Background: an optimization exercise with open tools, aiming at small area and a short achievable clock period. Do not read the settings as production practice.
Function was checked by simulation only, so behaviour that the tests miss may differ from the original.
No activity file was given, so power comes from the tool's default toggle rates.

$ cat design.v
`timescale 1ns/1ns
module idExStage (
    input  logic        clk,
    input  logic        reset,
    input  logic        inValid,
    output logic        inReady,
    input  logic [31:0] pc,
    input  logic [31:0] inst,
    input  logic [31:0] rs1Data,
    input  logic [31:0] rs2Data,
    input  logic [31:0] busReadData,
    output logic        outValid,
    input  logic        outReady,
    output logic        rdWriteEn,
    output logic [4:0]  rd,
    output logic [31:0] rdData,
    output logic        jumpEn,
    output logic [31:0] jumpAddr,
    output logic        busWriteEn,
    output logic [31:0] busAddr,
    output logic [31:0] busWriteData
);
    function automatic logic [31:0] carries(input logic [31:0] p, input logic [31:0] g,
                                            input logic cin);
        logic [31:0] gg, pp;
        gg = g;
        pp = p;
        gg[0] = g[0] | (p[0] & cin);
        for (int l = 0; l < 5; l++) begin
            for (int i = 0; i < 32; i++) begin
                if ((i >> l) & 1) begin
                    gg[i] = gg[i] | (pp[i] & gg[((i >> l) << l) - 1]);
                    pp[i] = pp[i] & pp[((i >> l) << l) - 1];
                end
            end
        end
        carries = gg;
    endfunction
    logic accept;
    assign inReady = ~outValid | outReady;
    assign accept  = inValid & inReady;
    logic [6:0] op;
    logic [2:0] f3;
    logic [6:0] f7;
    assign op = inst[6:0];
    assign f3 = inst[14:12];
    assign f7 = inst[31:25];
    logic opLui, opAuipc, opJal, opJalr, opBr, opLoad, opStore, opImm, opOp;
    assign opLui   = (op == 7'b0110111);
    assign opAuipc = (op == 7'b0010111);
    assign opJal   = (op == 7'b1101111);
    assign opJalr  = (op == 7'b1100111);
    assign opBr    = (op == 7'b1100011);
    assign opLoad  = (op == 7'b0000011);
    assign opStore = (op == 7'b0100011);
    assign opImm   = (op == 7'b0010011);
    assign opOp    = (op == 7'b0110011);
    logic f7z, f7s;
    assign f7z = (f7 == 7'h00);
    assign f7s = (f7 == 7'h20);
    logic isJalr, isBr, isLoad, isStore, immLegal, opLegal, isAlu, nextWen;
    assign isJalr   = opJalr & (f3 == 3'b000);
    assign isBr     = opBr & (f3[2:1] != 2'b01);
    assign isLoad   = opLoad & ~(f3[1] & (f3[2] | f3[0])) & ~(f3[2] & f3[1]);
    assign isStore  = opStore & ~f3[2] & ~(f3[1] & f3[0]);
    assign immLegal = (f3 == 3'b001) ? f7z : ((f3 == 3'b101) ? (f7z | f7s) : 1'b1);
    assign opLegal  = f7z | (f7s & (f3 == 3'b000 || f3 == 3'b101));
    assign isAlu    = (opImm & immLegal) | (opOp & opLegal);
    assign nextWen  = opLui | opAuipc | opJal | isJalr | isLoad | isAlu;
    logic [31:0] immI, immS, immB, immU, immJ, imm;
    assign immI = {{20{inst[31]}}, inst[31:20]};
    assign immS = {{20{inst[31]}}, inst[31:25], inst[11:7]};
    assign immB = {{20{inst[31]}}, inst[7], inst[30:25], inst[11:8], 1'b0};
    assign immU = {inst[31:12], 12'b0};
    assign immJ = {{12{inst[31]}}, inst[19:12], inst[20], inst[30:21], 1'b0};
    always_comb begin
        if (inst[2])      imm = inst[6] ? (inst[3] ? immJ : immI) : immU;  
        else if (inst[6]) imm = immB;                                      
        else if (inst[5]) imm = immS;                                      
        else              imm = immI;                                      
    end
    logic        usePc, useRs2, sub;
    logic [31:0] aOp, bOp, p, g, co, sum;
    assign usePc  = inst[6] ? (inst[3] | ~inst[2]) : inst[2];   
    assign useRs2 = inst[5] & inst[4];                          
    assign sub    = inst[5] & inst[4] & inst[30];               
    assign aOp    = usePc ? pc : rs1Data;
    assign bOp    = useRs2 ? (rs2Data ^ {32{sub}}) : imm;
    assign p      = aOp ^ bOp;
    assign g      = aOp & bOp;
    assign co     = carries(p, g, sub);
    assign sum    = p ^ {co[30:0], sub};
    logic [31:0] cmpB, cp, cg, cc;
    logic        ltu, lt, eq, cond;
    assign cmpB = inst[5] ? rs2Data : immI;
    assign cp   = ~(rs1Data ^ cmpB);
    assign cg   = rs1Data & ~cmpB;
    assign cc   = carries(cp, cg, 1'b1);
    assign ltu  = ~cc[31];
    assign lt   = ltu ^ rs1Data[31] ^ cmpB[31];
    assign eq   = &cp;                  
    assign cond = (f3[2] ? (f3[1] ? ltu : lt) : eq) ^ f3[0];
    logic [31:0] pc4;
    logic [31:0] pcAll;
    assign pcAll = carries({pc[31:2], 2'b11}, 32'd0, 1'b1);
    assign pc4 = {pc[31:3] ^ pcAll[30:2], ~pc[2], pc[1:0]};
    logic        left, fill;
    logic [4:0]  shamt;
    logic [31:0] shIn, shOut, shRev;
    assign left  = ~f3[2];
    assign shamt = inst[5] ? rs2Data[4:0] : inst[24:20];
    assign fill  = inst[30] & rs1Data[31] & ~left;
    always_comb begin
        for (int i = 0; i < 32; i++) shIn[i] = left ? rs1Data[31-i] : rs1Data[i];
    end
    assign shOut = 32'($signed({fill, shIn}) >>> shamt);
    always_comb begin
        for (int i = 0; i < 32; i++) shRev[i] = shOut[31-i];
    end
    logic [1:0]  lane;
    logic [7:0]  ldByte;
    logic [15:0] ldHalf;
    logic        ldSign;
    logic [31:0] ldData, stData;
    logic [3:0]  stSel;
    logic [7:0]  stB1, stB2, stB3;
    assign lane = sum[1:0];
    always_comb begin
        case (lane)
            2'd0:    ldByte = busReadData[7:0];
            2'd1:    ldByte = busReadData[15:8];
            2'd2:    ldByte = busReadData[23:16];
            default: ldByte = busReadData[31:24];
        endcase
    end
    assign ldHalf = (lane == 2'd0) ? busReadData[15:0] : busReadData[31:16];
    assign ldSign = ~f3[2] & (f3[0] ? ldHalf[15] : ldByte[7]);
    assign ldData = f3[1] ? busReadData
                  : (f3[0] ? {{16{ldSign}}, ldHalf} : {{24{ldSign}}, ldByte});
    assign stSel[0] = f3[1] | (f3[0] & lane == 2'd0) | (~f3[0] & lane == 2'd0);
    assign stSel[1] = f3[1] | (f3[0] & lane == 2'd0) | (~f3[0] & lane == 2'd1);
    assign stSel[2] = f3[1] | (f3[0] & lane != 2'd0) | (~f3[0] & lane == 2'd2);
    assign stSel[3] = f3[1] | (f3[0] & lane != 2'd0) | (~f3[0] & lane == 2'd3);
    assign stB1 = (f3[1] | f3[0]) ? rs2Data[15:8] : rs2Data[7:0];
    assign stB2 = f3[1] ? rs2Data[23:16] : rs2Data[7:0];
    assign stB3 = f3[1] ? rs2Data[31:24] : (f3[0] ? rs2Data[15:8] : rs2Data[7:0]);
    assign stData = {stSel[3] ? stB3 : busReadData[31:24],
                     stSel[2] ? stB2 : busReadData[23:16],
                     stSel[1] ? stB1 : busReadData[15:8],
                     stSel[0] ? rs2Data[7:0] : busReadData[7:0]};
    logic [31:0] dNext, aNext, aluRes, dOther;
    logic        selSum;
    always_comb begin
        case (f3)
            3'b001:  aluRes = shRev;
            3'b010:  aluRes = {31'd0, lt};
            3'b011:  aluRes = {31'd0, ltu};
            3'b100:  aluRes = p;           
            3'b101:  aluRes = shOut;
            3'b110:  aluRes = p | g;       
            default: aluRes = g;           
        endcase
    end
    assign selSum = ~inst[6] & (inst[2] ? ~inst[5] : (inst[4] & (f3 == 3'b000)));  
    always_comb begin
        if (inst[6])       dOther = pc4;                            
        else if (inst[2])  dOther = immU;                           
        else if (~inst[4]) dOther = inst[5] ? stData : ldData;      
        else               dOther = aluRes;                         
    end
    assign dNext = selSum ? sum : dOther;
    assign aNext = {sum[31:1], sum[0] & ~(inst[6] & inst[2] & ~inst[3])};
    logic [4:0]  rdQ;
    logic [31:0] dQn, aQn;                                       
    logic        memVisN, jmpVisN, rdWriteEnN, busWriteEnN;      
    always_ff @(posedge clk) begin
        if (reset) begin
            outValid    <= 1'b0;
            rdWriteEn   <= 1'b0;
            jumpEn      <= 1'b0;
            busWriteEn  <= 1'b0;
            memVisN     <= 1'b1;
            jmpVisN     <= 1'b1;
            rdWriteEnN  <= 1'b1;
            busWriteEnN <= 1'b1;
            rdQ         <= '0;
        end else if (accept) begin
            outValid    <= 1'b1;
            rdWriteEn   <= nextWen;
            jumpEn      <= opJal | isJalr | (isBr & cond);
            busWriteEn  <= isStore;
            memVisN     <= ~(isLoad | isStore);
            jmpVisN     <= ~(opJal | isJalr | isBr);
            rdWriteEnN  <= ~nextWen;
            busWriteEnN <= ~isStore;
            rdQ         <= inst[11:7];
        end else if (outReady) begin
            outValid    <= 1'b0;
        end
    end
    always_ff @(posedge clk) begin
        if (accept) begin
            dQn <= ~dNext;
            aQn <= ~aNext;
        end
    end
    assign rd           = rdQ;
    assign rdData       = ~(dQn | {32{rdWriteEnN}});
    assign busWriteData = ~(dQn | {32{busWriteEnN}});
    assign busAddr      = ~(aQn | {32{memVisN}});
    assign jumpAddr     = ~(aQn | {32{jmpVisN}});
endmodule
$ cat flow/run.sh
#!/bin/bash
# The standard layout with two changes passed to ORFS's make:
#  - the port buffers are the smallest plain buffer (buf_1) instead of the
#    flow's default pick, a slow delay cell;
#  - no full/half-adder cell extraction before ABC, so ABC maps the adders'
#    carry logic itself (faster than chains of fa_1 cells).
set -euo pipefail
bash standard.sh "BUFFER_PORTS_ARGS=-buffer_cell sky130_fd_sc_hd__buf_1" "ADDER_MAP_FILE=" finish > standard_make.log 2>&1
$ cat standard.sh
#!/bin/bash
# synth_recipe.tcl (not shown) runs the flow's synth.tcl, then flattens the netlist and writes it again
# the make line also repeats each setting of config.mk as NAME=value (left out here)
make -C /OpenROAD-flow-scripts/flow DESIGN_CONFIG=/design/flow/config.mk WORK_HOME=/design/flow/orfs CLKGATE_MAP_FILE= SYNTH_SCRIPT=/design/flow/synth_recipe.tcl "${@:-finish}"
$ cat config.mk
export PLATFORM = sky130hd
export DESIGN_NAME = idExStage
export DESIGN_NICKNAME = idExStage
export VERILOG_FILES = /design/flow/design.v
export SDC_FILE = /design/flow/constraint.sdc
export NUM_CORES = 4
export LEC_CHECK = 0
export ABC_AREA = 1
export CAP_MARGIN = 20
export CORE_MARGIN = 2
export CORE_UTILIZATION = 55
export SETUP_SLACK_MARGIN = 4.0
export SLEW_MARGIN = 20
$ cat constraint.sdc
create_clock -name core_clock -period 8.0 [get_ports {clk}]
set_input_delay 1.6000 -clock core_clock [delete_from_list [all_inputs] [get_ports {clk}]]
set_output_delay 1.6000 -clock core_clock [all_outputs]
set_load 0.01 [all_outputs]
==> summary.md, run 1 <==
| Metric | Value |
|---|---|
| Register area share after synthesis | `15.94%` |
| Post-Syn Nets | `2,707` |
| Initial Utilization | `56.11%` |
| Placed insts | `3,056` |
| Setup WS pre-CTS | `2.099 ns` |
| Error | `[ERROR GRT-0232] Routing congestion too high. Check the congestion heatmap in the GUI.` |
| Total track usage | `68.38%` |
| Root Driver | `clkbuf_16` |
| Detailed placer's ending HPWL | `56,230 µm` |
| Worst endpoint after global-route timing repair | `dQn[30]$_DFFE_PP_/D` |
| Post-synth EDFFs | `64` |
| Pin count of the biggest net entering global routing | `66` |
| Mapped Area | `13,690 µm²` |
| Largest area contributor in the netlist | `nand2_1` |
| CTS buffer count | `9` |
| Commonest cells post-synth | `784 x nand2_1, 324 x nand3_1, 285 x nor2_1` |
| H-tree levels | `3` |
| Total gr overflow | `5` |
| Count leader, synth | `nand2_1` |
| Share of the synthesized area in the top cell type | `21.50%` |
| Placed cell area | `14,770 µm²` |
| WEP type | `register input` |
| Gp weighted congestion | `1.233` |
| Hold Buf Count CTS | `0` |
| Status | `did not finish` |
| Syn avg cell area | `5.382 µm²` |
| Main flop type after synthesis | `edfxtp_1` |
| Port Buffers | `301` |
| Die height | `161.8 µm` |
| Stage reached | `global routing (5_1_grt)` |
| Ys async rst share | `0%` |
| Cell count after synthesis | `2,543` |
| Top cells by area, synth | `nand2_1 22%, edfxtp_1 14%, nand3_1 12%, nor2_1 7.8%, o21ai_0 6.9%` |
| Row count | `57` |
| IO Pins | `302` |
| CTS Buffer Depth | `2` |
| CTS sink cnt | `77` |
| FF+latch count, synth | `77` |
| Yosys cell types | `68` |
| Synthesis Warnings | `1` |
| Chip width | `161.8 µm` |
## metal layers
metal / overflow / global-route usage, %
met5: 0 / 27.84
met4: 4 / 57.36
met3: 0 / 49.36
met2: 1 / 86.93
met1: 0 / 72.78
## what timing repair did
action                     in CTS
gates resized for setup       190
setup endpoints to repair      65
buffers inserted               51
gates cloned                   15
pin swaps                      20
## metrics by stage
stage	total power [µW]	utilization, %
floorplan	1309	-
global placement	1663	60.56
detailed placement	1682	60.56
CTS	2211	66.81
## how the worst max path moves through the flow
stage	startpoint	to	slack (ns)
2_1_floorplan	inst[2]	dQn[29]	4.16
3_3_place_gp	inst[5]	dQn[28]	2.10
3_5_place_dp	inst[6]	dQn[28]	2.10
4_1_cts	inst[6]	dQn[28]	3.97
## power by group through the flow
stage / clock, µW / combinational [µW] / sequential [µW]
3_5_place_dp: 0 / 1130 / 550
3_3_place_gp: 0 / 1120 / 547
4_1_cts: 426 / 1240 / 541
2_1_floorplan: 0 / 771 / 538
## cell families after synthesis
logic type	count (synthesis)	synth area share, %
DFF	77	15.94
AOI/OAI and AO/OA	510	21.89
buffers and inverters	394	12.07
and+or+nand+nor	1527	47.86
xor gates and xnor gates	34	2.176
adders and majority gates	1	0.07314
==> run 2: changes to the inputs <==
--- a/config.mk
+++ b/config.mk
@@ -9,5 +9,5 @@
 export CAP_MARGIN = 20
 export CORE_MARGIN = 2
-export CORE_UTILIZATION = 55
+export CORE_UTILIZATION = 45
 export SETUP_SLACK_MARGIN = 4.0
 export SLEW_MARGIN = 20
==> run 2 against run 1 <==
Net effect:
- now clean on timing, DRC and antenna
- synthesized cell count did not move
- synthesized area unchanged
==> summary.md, run 2 <==
| Metric | Value |
|---|---|
| Worst Hold Depth | `1` |
| Period utilization | `51.49%` |
| Syn avg cell area | `5.382 µm²` |
| Power Density | `137.4 nW/µm²` |
| Die height | `178.4 µm` |
| Post-DR vias/cell | `6.464` |
| VDD IR max | `0.09964 mV` |
| Number of iterations in the first detailed-routing pass | `9` |
| Synthesis Warnings | `1` |
| TritonCTS clock tree | `done` |
| Port Buffers | `301` |
| Row count | `63` |
| CTS sink cnt | `77` |
| Chip width | `178.4 µm` |
| DRC viols | `0` |
| RSZ-0062 raised after global routing | `true` |
| Main flop type after synthesis | `edfxtp_1` |
| Ys async rst share | `0%` |
| Hold Startpoint | `busWriteEn` |
| Mapped Area | `13,690 µm²` |
| DRT iter0 DRCs | `3,662` |
| Antenna Violating Nets Remaining | `0` |
| Layout fillers | `2,920` |
| Final instance area | `18,360 µm²` |
| FF+latch count, synth | `77` |
| CTS Buffer Depth | `2` |
| Die Area | `31,830 µm²` |
| Number of cells on the worst reg-to-reg path | `8` |
| Detailed placer's ending HPWL | `62,010 µm` |
| Critical path arrival | `4.36 ns` |
| Yosys cell types | `68` |
| Share of cells above drive strength 1 | `19.66%` |
| Worst EP required | `8.24 ns` |
| First-pass GRT wire length | `117,300 µm` |
| Cell count after synthesis | `2,543` |
| Post-synth EDFFs | `64` |
| Number of global-route vias before repair | `18,400` |
| Worst-path fanout max | `26` |
| Final setup TNS | `0 ns` |
| Hold Crit Class | `reg -> reg` |
| Total track usage | `50.67%` |
| Share of the synthesized area in the top cell type | `21.50%` |
| Gp weighted congestion | `1.115` |
| Initial Utilization | `45.94%` |
| Pin count of the biggest net entering global routing | `69` |
| Post-Syn Nets | `2,707` |
| Status | `no timing/DRC/antenna violations` |
| Top flop regs | `aQn x32, dQn x32, rdQ x5` |
| Hold Buf Count CTS | `0` |
| Root Driver | `clkbuf_16` |
| Clock period minus worst slack | `4.119 ns` |
| Worst Setup Start Kind | `input port` |
| Final Hold Viols | `0` |
| Final Skew | `0.02057 ns` |
| Top cells by area, synth | `nand2_1 22%, edfxtp_1 14%, nand3_1 12%, nor2_1 7.8%, o21ai_0 6.9%` |
| Reg2Reg Capture Point | `busWriteEn` |
| Commonest non-fill, non-tap cells in the layout | `705 x nand2_1, 283 x buf_1, 260 x nand3_1, 258 x nor2_1, 205 x inv_1` |
| Final nets | `3,053` |
| Commonest non-fill, non-tap cell in the layout | `nand2_1` |
| Count leader, synth | `nand2_1` |
| Routed WL per cell | `25.99 µm` |
| Final wirelength | `85,400 µm` |
| IO Pins | `302` |
| Final setup vio count | `0` |
| Max Fclk | `242.8 MHz` |
| Worst r2r src | `outValid` |
| Clk slew on worst S/H paths | `0.06 ns` |
| Max_slew headroom | `38.18%` |
| Pins over their slew limit | `0` |
| CTS buffer count | `9` |
| Via count | `21,240` |
| Max Cap Viol | `0` |
| Worst-margin pin slew | `0.9273 ns` |
| Leakage | `0.008265 µW` |
| Commonest cells post-synth | `784 x nand2_1, 324 x nand3_1, 285 x nor2_1` |
| Endpoint with the worst hold slack | `busWriteEn` |
| Clock latency on the worst-skew pair | `0.38 ns` |
| Initial antenna violation count | `7` |
| H-tree levels | `3` |
| Synth-to-layout area growth | `34.13%` |
| Core footprint | `29,800 µm²` |
| CP Capture Type | `flop` |
| Total gr overflow | `0` |
| Largest area contributor in the netlist | `nand2_1` |
| Placed cell area | `14,910 µm²` |
| Register area share after synthesis | `15.94%` |
| Setup slack, reg-to-reg | `5.67 ns` |
| Critical path type | `in -> reg` |
-- run 2: cell type report --
| type | count | area, µm² | area share (%) |
|---|---|---|---|
| tap | 390 | 488.0 | 2.658 |
| sequential | 77 | 2182 | 11.89 |
| timing repair inverter | 4 | 31.28 | 0.1704 |
| clock inverter | 7 | 73.82 | 0.4021 |
| multi-input combinational | 2083 | 11420 | 62.22 |
| antenna | 2 | 5.005 | 0.02726 |
| timing repair buffer | 460 | 2826 | 15.40 |
| clock buffer | 9 | 225.2 | 1.227 |
| inverter | 254 | 1104 | 6.011 |
-- run 2: worst max-delay path: stages --
cell      delay (ns)
buf_6           0.14
buf_12          0.17
o21ai_0         0.49
nand2_1         0.18
nand3_2         0.12
nand3_2         0.10
nand3_2         0.11
nand2_1         0.08
o211ai_1        0.67
nand3_1         0.15
a21oi_1         0.16
nor2_1          0.06
nand2_1         0.08
nand2_1         0.05
nand2_1         0.07
nand2_1         0.05
nand2_1         0.07
-- run 2: stage by stage --
step / total power [µW] / hold WS [ns] / utilization, % / setup WS, ns / instances
4_1_cts: 2286 / 0.4765 / 56.19 / 4.001 / 3221
2_1_floorplan: 1309 / 0.5095 / - / 4.162 / 2543
3_5_place_dp: 1707 / 0.4632 / 50.03 / 1.923 / 3128
6_report: 2523 / 0.4717 / 61.61 / 3.881 / 3286
3_3_place_gp: 1692 / 0.4504 / 50.03 / 1.912 / 3128
5_1_grt: 2621 / 0.4931 / 61.59 / 3.805 / 3284
-- run 2: how the worst max path moves through the flow --
stage | startpoint | end | cells after the start
after detailed placement | inst[6] | dQn[24] | 21
after CTS | inst[6] | dQn[29] | 19
final | inst[14] | dQn[29] | 17
after global routing | inst[30] | dQn[30] | 15
after floorplan | inst[2] | dQn[29] | 18
after global placement | inst[6] | dQn[24] | 21
-- run 2: kinds of logic after synthesis --
logic type	count (synthesis)	synth area share, %
AOI/OAI and AO/OA	510	21.89
xor gates and xnor gates	34	2.176
adders and majority gates	1	0.07314
buffers and inverters	394	12.07
DFF	77	15.94
and+or+nand+nor	1527	47.86
-- run 2: timing repair --
action                                  4_1_cts  5_1_grt
endpoints found under the setup margin       66       46
setup buffers                                60       54
pin swaps                                    31       65
cloned                                       17        9
gates resized for setup                     233      290
-- run 2: power by group --
part           total [µW]  switching (µW)  internal, µW  leakage, µW
clock                 436             193           243     0.000148
sequential            538            27.5           510     0.000729
combinational        1550            1070           483      0.00739
-- run 2: metal layers --
layer	wire length [µm]	GRT usage, %	vias to the layer above
met5	132	1.923	-
li1	-	-	9187
met2	34770	74.53	1877
met1	29750	60.74	9623
met3	12740	17.63	544
met4	8002	37.06	10
==> run 3: changes to the inputs <==
==> flow/run.sh (replaced) <==
#!/bin/bash
# The standard layout (standard.sh) with these changes passed to ORFS's make:
#  - the port buffers are the smallest plain buffer (buf_1) instead of the
#    flow's default pick, a slow delay cell;
#  - no full/half-adder cell extraction before ABC, so ABC maps the adders'
#    carry logic itself (faster than chains of fa_1 cells);
set -euo pipefail
B="BUFFER_PORTS_ARGS=-buffer_cell sky130_fd_sc_hd__buf_1"
bash standard.sh "$B" "ADDER_MAP_FILE=" cts > standard_make_to_cts.log 2>&1
bash standard.sh "$B" "ADDER_MAP_FILE=" "SETUP_SLACK_MARGIN=3.7" finish > standard_make_finish.log 2>&1
==> run 3 against run 2 <==
Net effect:
- still clean on timing, DRC and antenna
- non-clock buffer count down 58
- first-iteration DRC count fell by 14%
- via count down 2.7%
- synthesized area unchanged
- die area unchanged
- cell area shrank 8.7%
- routed wire length is 3.4% lower
- sequential cell count unchanged
- sequential share of layout area increased by 1.1 points
- clock skew up 0.00064 ns
- maximum frequency is 2.7% lower
- worst setup slack worse by 0.11 ns
- critical path type unchanged
==> summary.md, run 3 <==
| Metric | Value |
|---|---|
| Antenna Violating Nets Remaining | `0` |
| Top flop regs | `aQn x32, dQn x32, rdQ x5` |
| Final nets | `2,990` |
| Ys async rst share | `0%` |
| Hold Startpoint | `busWriteEn` |
| Pin count of the biggest net entering global routing | `69` |
| CTS buffer count | `9` |
| Internal power | `1163 µW` |
| Setup slack, reg-to-reg | `5.67 ns` |
| Clock period minus worst slack | `4.233 ns` |
| Clock latency on the worst-skew pair | `0.38 ns` |
| Initial Utilization | `45.94%` |
| Reg2Reg Capture Point | `busWriteEn` |
| Initial antenna violation count | `7` |
| Worst-path fanout max | `14` |
| RSZ-0062 raised after global routing | `true` |
| Sw Ratio | `50.81%` |
| Critical path type | `in -> reg` |
| Synthesis Warnings | `1` |
| Root Driver | `clkbuf_16` |
| DRT iter0 DRCs | `3,167` |
| First-pass GRT wire length | `117,300 µm` |
| Routed WL per cell | `25.60 µm` |
| Number of global-route vias before repair | `18,400` |
| Largest area contributor in the netlist | `nand2_1` |
| VDD IR max | `0.09834 mV` |
| CP Capture Type | `flop` |
| Final setup vio count | `0` |
| Layout fillers | `3,137` |
| Critical path arrival | `4.37 ns` |
| Commonest cells post-synth | `784 x nand2_1, 324 x nand3_1, 285 x nor2_1` |
| Total gr overflow | `0` |
| Main flop type after synthesis | `edfxtp_1` |
| Max_slew headroom | `39.13%` |
| Power Density | `141.0 nW/µm²` |
| Top cells by area, synth | `nand2_1 22%, edfxtp_1 14%, nand3_1 12%, nor2_1 7.8%, o21ai_0 6.9%` |
| Final instance area | `16,760 µm²` |
| Max Fclk | `236.3 MHz` |
| Part of the power in registers | `22.8%` |
| Placed cell area | `14,910 µm²` |
| Commonest non-fill, non-tap cells in the layout | `755 x nand2_1, 309 x nand3_1, 289 x buf_1, 268 x nor2_1, 219 x inv_1` |
| Worst r2r src | `outValid` |
| Detailed placer's ending HPWL | `62,010 µm` |
| Final wirelength | `82,510 µm` |
| Count leader, synth | `nand2_1` |
| Tot Pwr | `2364 µW` |
| Post-Syn Nets | `2,707` |
| Share of cells above drive strength 1 | `12.01%` |
| Die Area | `31,830 µm²` |
| Yosys cell types | `68` |
| H-tree levels | `3` |
| Status | `no timing/DRC/antenna violations` |
| Syn avg cell area | `5.382 µm²` |
| Cell count after synthesis | `2,543` |
| FF+latch count, synth | `77` |
| Via count | `20,670` |
| Core footprint | `29,800 µm²` |
| Endpoint with the worst hold slack | `busWriteEn` |
| CTS Buffer Depth | `2` |
| FF+latch area | `2182 µm²` |
| Worst-margin pin slew | `0.9130 ns` |
| TritonCTS clock tree | `done` |
| Final setup TNS | `0 ns` |
| Pins over their slew limit | `0` |
| Chip width | `178.4 µm` |
| Worst EP required | `8.14 ns` |
| Post-synth EDFFs | `64` |
| Row count | `63` |
| Clock power frac | `18.4%` |
| Period utilization | `52.91%` |
| Final Skew | `0.02121 ns` |
| Total track usage | `50.67%` |
| IO Pins | `302` |
| Worst Setup Start Kind | `input port` |
| Post-DR vias/cell | `6.413` |
| Number of iterations in the first detailed-routing pass | `9` |
| Share of the synthesized area in the top cell type | `21.50%` |
| Multi-input gate area | `10,510 µm²` |
| Die height | `178.4 µm` |
| Final Hold Viols | `0` |
| Register area share after synthesis | `15.94%` |
| DRC viols | `0` |
| Port Buffers | `301` |
| Comb pwr share | `58.8%` |
| Clk slew on worst S/H paths | `0.07 ns` |
| Max Cap Viol | `0` |
| Number of cells on the worst reg-to-reg path | `8` |
| Hold Crit Class | `reg -> reg` |
| Commonest non-fill, non-tap cell in the layout | `nand2_1` |
| Leakage | `0.007646 µW` |
| Hold Buf Count CTS | `0` |
| Synth-to-layout area growth | `22.48%` |
| CTS sink cnt | `77` |
| Mapped Area | `13,690 µm²` |
| Gp weighted congestion | `1.115` |
| P_sw | `1201 µW` |
| Worst Hold Depth | `1` |
## run 3: cell counts after synthesis
Identical to the previous run, type by type.
## run 3: cell type report
type / count / area share, %
Multi-Input combinational cell: 2080 / 62.72
Timing Repair Buffer: 402 / 13.13
Sequential cell: 77 / 13.02
Inverter: 254 / 6.322
Tap cell: 390 / 2.911
Clock buffer: 9 / 1.343
Clock inverter: 7 / 0.4404
Timing Repair inverter: 2 / 0.08957
Antenna cell: 2 / 0.02986
## run 3: critical path, stage by stage
cell        delay [ns]
buf_1             0.07
buf_4             0.18
nor2_1            0.11
buf_4             0.22
clkinvlp_4        0.18
buf_4             0.17
nor2_2            0.10
clkinv_1          0.16
buf_4             0.27
o21ai_1           0.48
nand3b_1          0.31
o22ai_1           0.11
inv_1             0.07
nand2_1           0.05
nand2_1           0.05
nand2_1           0.09
nand2_1           0.07
nand2_1           0.05
## run 3: how the worst max path moves through the flow
stage,start,endpoint,cells past startpoint
2_1_floorplan,inst[2],dQn[29],18
3_3_place_gp,inst[6],dQn[24],21
3_5_place_dp,inst[6],dQn[24],21
4_1_cts,inst[6],dQn[29],19
5_1_grt,inst[3],dQn[28],22
6_report,inst[12],dQn[14],18
## run 3: cell families after synthesis
family	after synthesis	synth area share (%)
simple gates	1527	47.86
compound gates	510	21.89
buf+inv	394	12.07
flops	77	15.94
xor+xnor	34	2.176
fa+ha+maj	1	0.07314
## run 3: layer usage
metal	GRT usage, %	vias up	wire [µm]
met5	1.923	-	63
met4	37.06	8	7375
met3	17.63	462	12160
met1	60.74	9363	29330
li1	-	9062	-
met2	74.53	1773	33580
## run 3: through the flow
stage	instances	util, %	setup WS, ns	hold slack [ns]
3_3_place_gp	3128	50.03	1.912	0.4504
6_report	3223	56.26	3.767	0.4707
5_1_grt	3221	56.24	3.672	0.4931
2_1_floorplan	2543	-	4.162	0.5095
3_5_place_dp	3128	50.03	1.923	0.4632
4_1_cts	3221	56.19	4.001	0.4765
## run 3: timing repair
item / CTS / global route
gates cloned: 17 / 0
setup endpoints to repair: 66 / 12
endpoints found under the hold margin: 0 / 0
pin swaps: 31 / 0
resized for setup: 233 / 7
buffers inserted: 60 / 0
## run 3: power groups by stage
stage                     Clock [µW]  Combinational, µW  Sequential (µW)
after detailed placement           0               1160              546
after global routing             450               1470              543
after floorplan                    0                771              538
final                            436               1390              538
after global placement             0               1150              543
after CTS                        435               1310              538
==> run 4: changes to the inputs <==
--- a/flow/run.sh
+++ b/flow/run.sh
@@ -8,3 +8,3 @@
 B="BUFFER_PORTS_ARGS=-buffer_cell sky130_fd_sc_hd__buf_1"
 bash standard.sh "$B" "ADDER_MAP_FILE=" cts > standard_make_to_cts.log 2>&1
-bash standard.sh "$B" "ADDER_MAP_FILE=" "SETUP_SLACK_MARGIN=3.7" finish > standard_make_finish.log 2>&1
+bash standard.sh "$B" "ADDER_MAP_FILE=" "SETUP_SLACK_MARGIN=3.5" finish > standard_make_finish.log 2>&1
--- a/config.mk
+++ b/config.mk
@@ -10,4 +10,4 @@
 export CORE_MARGIN = 2
 export CORE_UTILIZATION = 45
-export SETUP_SLACK_MARGIN = 4.0
+export SETUP_SLACK_MARGIN = 3.8
 export SLEW_MARGIN = 20
==> run 4 against run 3 <==
Net effect:
- routed wire length fell by 2.9%
- critical path depth did not move
- non-clock buffer count fell by 34
- still clean
- clock skew fell by 0.0013 ns
- sequential cell count did not move
- first-iteration DRC count fell by 0.41%
- global-route usage fell by 1.8 points
- largest cell class unchanged
- register-to-register slack barely moved
==> summary.md, run 4 <==
| Metric | Value |
|---|---|
| Ys async rst share | `0%` |
| Final nets | `2,953` |
| IO Pins | `302` |
| Final wirelength | `80,110 µm` |
| Clock latency on the worst-skew pair | `0.38 ns` |
| Row count | `63` |
| Top cells by area, synth | `nand2_1 22%, edfxtp_1 14%, nand3_1 12%, nor2_1 7.8%, o21ai_0 6.9%` |
| Die height | `178.4 µm` |
| Max Fclk | `222.3 MHz` |
| Top flop regs | `aQn x32, dQn x32, rdQ x5` |
| Max_slew headroom | `39.22%` |
| Share of the synthesized area in the top cell type | `21.50%` |
| Post-Syn Nets | `2,707` |
| Total gr overflow | `0` |
| Chip width | `178.4 µm` |
| FF+latch count, synth | `77` |
| Leakage | `0.007299 µW` |
| Critical path type | `in -> reg` |
| H-tree levels | `3` |
| First-pass GRT wire length | `113,400 µm` |
| Mapped Area | `13,690 µm²` |
| Initial Utilization | `45.94%` |
| CTS buffer count | `9` |
| DRT iter0 DRCs | `3,154` |
| RSZ-0062 raised after global routing | `true` |
| Period utilization | `56.24%` |
| TritonCTS clock tree | `done` |
| Cell count after synthesis | `2,543` |
| Post-synth EDFFs | `64` |
| Placed cell area | `14,910 µm²` |
| Main flop type after synthesis | `edfxtp_1` |
| Gp weighted congestion | `1.115` |
| Clk slew on worst S/H paths | `0.07 ns` |
| Max Cap Viol | `0` |
| Final setup vio count | `0` |
| Status | `no timing/DRC/antenna violations` |
| Worst-margin pin slew | `0.9117 ns` |
| Port Buffers | `301` |
| CTS Buffer Depth | `2` |
| Syn avg cell area | `5.382 µm²` |
| Detailed placer's ending HPWL | `62,010 µm` |
| Total track usage | `48.90%` |
| Worst-path fanout max | `17` |
| Pins over their slew limit | `0` |
| VDD IR max | `0.09625 mV` |
| Share of cells above drive strength 1 | `8.304%` |
| Post-DR vias/cell | `6.380` |
| Clock period minus worst slack | `4.499 ns` |
| Power Density | `142.3 nW/µm²` |
| Worst EP required | `8.13 ns` |
| Antenna Violating Nets Remaining | `0` |
| Core footprint | `29,800 µm²` |
| Final Skew | `0.01994 ns` |
| CTS sink cnt | `77` |
| Routed WL per cell | `25.16 µm` |
| Synth-to-layout area growth | `16.27%` |
| Worst Setup Start Kind | `input port` |
| Hold Crit Class | `reg -> reg` |
| Final setup TNS | `0 ns` |
| Root Driver | `clkbuf_16` |
| Final instance area | `15,910 µm²` |
| Commonest non-fill, non-tap cells in the layout | `777 x nand2_1, 320 x nand3_1, 291 x buf_1, 279 x nor2_1, 221 x inv_1` |
| Number of global-route vias before repair | `17,850` |
| Via count | `20,310` |
| Pin count of the biggest net entering global routing | `69` |
| Commonest cells post-synth | `784 x nand2_1, 324 x nand3_1, 285 x nor2_1` |
| DRC viols | `0` |
| Number of iterations in the first detailed-routing pass | `10` |
| Initial antenna violation count | `3` |
| Critical path arrival | `4.63 ns` |
| Synthesis Warnings | `1` |
| Layout fillers | `3,223` |
| Yosys cell types | `68` |
| Die Area | `31,830 µm²` |
| Number of antenna diodes | `0` |
| Register area share after synthesis | `15.94%` |
| Worst hold margin | `0.4712 ns` |
| Count leader, synth | `nand2_1` |
| Final Hold Viols | `0` |
| CP Capture Type | `flop` |
| Largest area contributor in the netlist | `nand2_1` |
| Commonest non-fill, non-tap cell in the layout | `nand2_1` |
## run 4: report_power, final
| part | switching, µW | total [µW] | internal (µW) | leakage [µW] |
|---|---|---|---|---|
| Combinational | 932 | 1290 | 361 | 0.00642 |
| Sequential | 27.8 | 538 | 510 | 0.000729 |
| Clock | 190 | 433 | 243 | 0.000148 |
| Total | 1150 | 2260 | 1110 | 0.00730 |
## run 4: repair_timing
| item | in CTS | in global routing |
|---|---|---|
| pin swaps | 10 | 0 |
| hold buffers | 0 | 0 |
| setup buffers | 31 | 0 |
| endpoints found under the setup margin | 63 | 5 |
| gates cloned | 8 | 1 |
| resized for setup | 104 | 6 |
## run 4: path summary, 6_finish.rpt
check,slack [ns],to,startpoint,cells after the start
worst min-delay path,0.47,busWriteEn,busWriteEn,1
worst min register to register,0.47,busWriteEn,busWriteEn,1
worst max register to register,5.68,busWriteEn,outValid,8
worst max-delay path,3.50,dQn[14],inst[6],18
## run 4: layer usage
layer / track usage (%) / wire length (µm) / share of wire, %
met1: 60.43 / 29360 / 37
met2: 72.70 / 32980 / 41
met3: 14.66 / 11000 / 14
met4: 33.60 / 6742 / 8.4
met5: 0 / 23 / 0.029
## run 4: cell families (layout without fill, tap and decap cells)
group	Yosys count	after routing	share of synthesized area, %
AND/OR/NAND/NOR	1527	1532	47.86
AO/OA/AOI/OAI	510	510	21.89
buffers and inverters	394	640	12.07
flip-flops	77	77	15.94
XOR/XNOR	34	34	2.176
adder cells (fa/ha/maj)	1	1	0.07314
## run 4: layout make-up
cell class,instances,area (µm²),share of cell area [%]
Inverter,254,1020,6.408
Clock inverter,7,73.82,0.4639
Clock buffer,9,225.2,1.415
Timing Repair Buffer,368,1772,11.13
Multi-Input combinational cell,2077,10140,63.71
Tap cell,390,488.0,3.066
Timing Repair inverter,2,15.01,0.09435
Sequential cell,77,2182,13.71
## run 4: stage by stage
stage	std cells	util [%]	worst slack, ns	total power (µW)
global route	3184	53.41	3.469	2368
global placement	3128	50.03	1.912	1692
floorplan	2543	-	4.162	1309
CTS	3183	53.27	3.752	2196
detailed placement	3128	50.03	1.923	1707
finish	3184	53.41	3.501	2264
## run 4: critical path, cell delays in order
cell and delay (ns):
clkbuf_16 0.20, nor2_8 0.08, inv_8 0.17, nand2_8 0.13, buf_4 0.18, nand2_1 0.22
o21ai_1 0.12, nand2_1 0.21, nand2_1 0.16, o21ai_0 0.70, nand3b_1 0.32, o22ai_1 0.11
inv_1 0.07, nand2_1 0.05, nand2_1 0.05, nand2_1 0.09, nand2_1 0.07, nand2_1 0.05

[what the ideal ports hide]
How much do the figures lean on ideal ports? The routed layouts below were timed once more, with nothing changed but the port constraints.
Step 1, drivers: a clkbuf_16 drives clk and a buf_2 each remaining input, both assumed.
Step 2 times the ports against the registers' clock, not the clock port: input delays grow and output delays shrink by t, the midpoint of the rising clock arrivals with the driver on.
a / b / c = ideal ports / drivers / drivers and shift; a / b = the first two.
run | t, ns | setup slack, ns | hold WS [ns] | worst setup path at the end
run 2 | 0.427 | 3.881 / 3.814 / 3.386 | 0.472 / 0.472 / 0.472 | input to register
run 3 | 0.429 | 3.767 / 3.771 / 3.342 | 0.471 / 0.471 / 0.471 | input to register
run 4 | 0.422 | 3.501 / 3.480 / 3.058 | 0.471 / 0.471 / 0.471 | input to register
After both steps setup and hold are still met in every run listed. The setup slack of run 2, which loses most, moves by -0.067 ns with the drivers and by -0.495 ns with both steps.
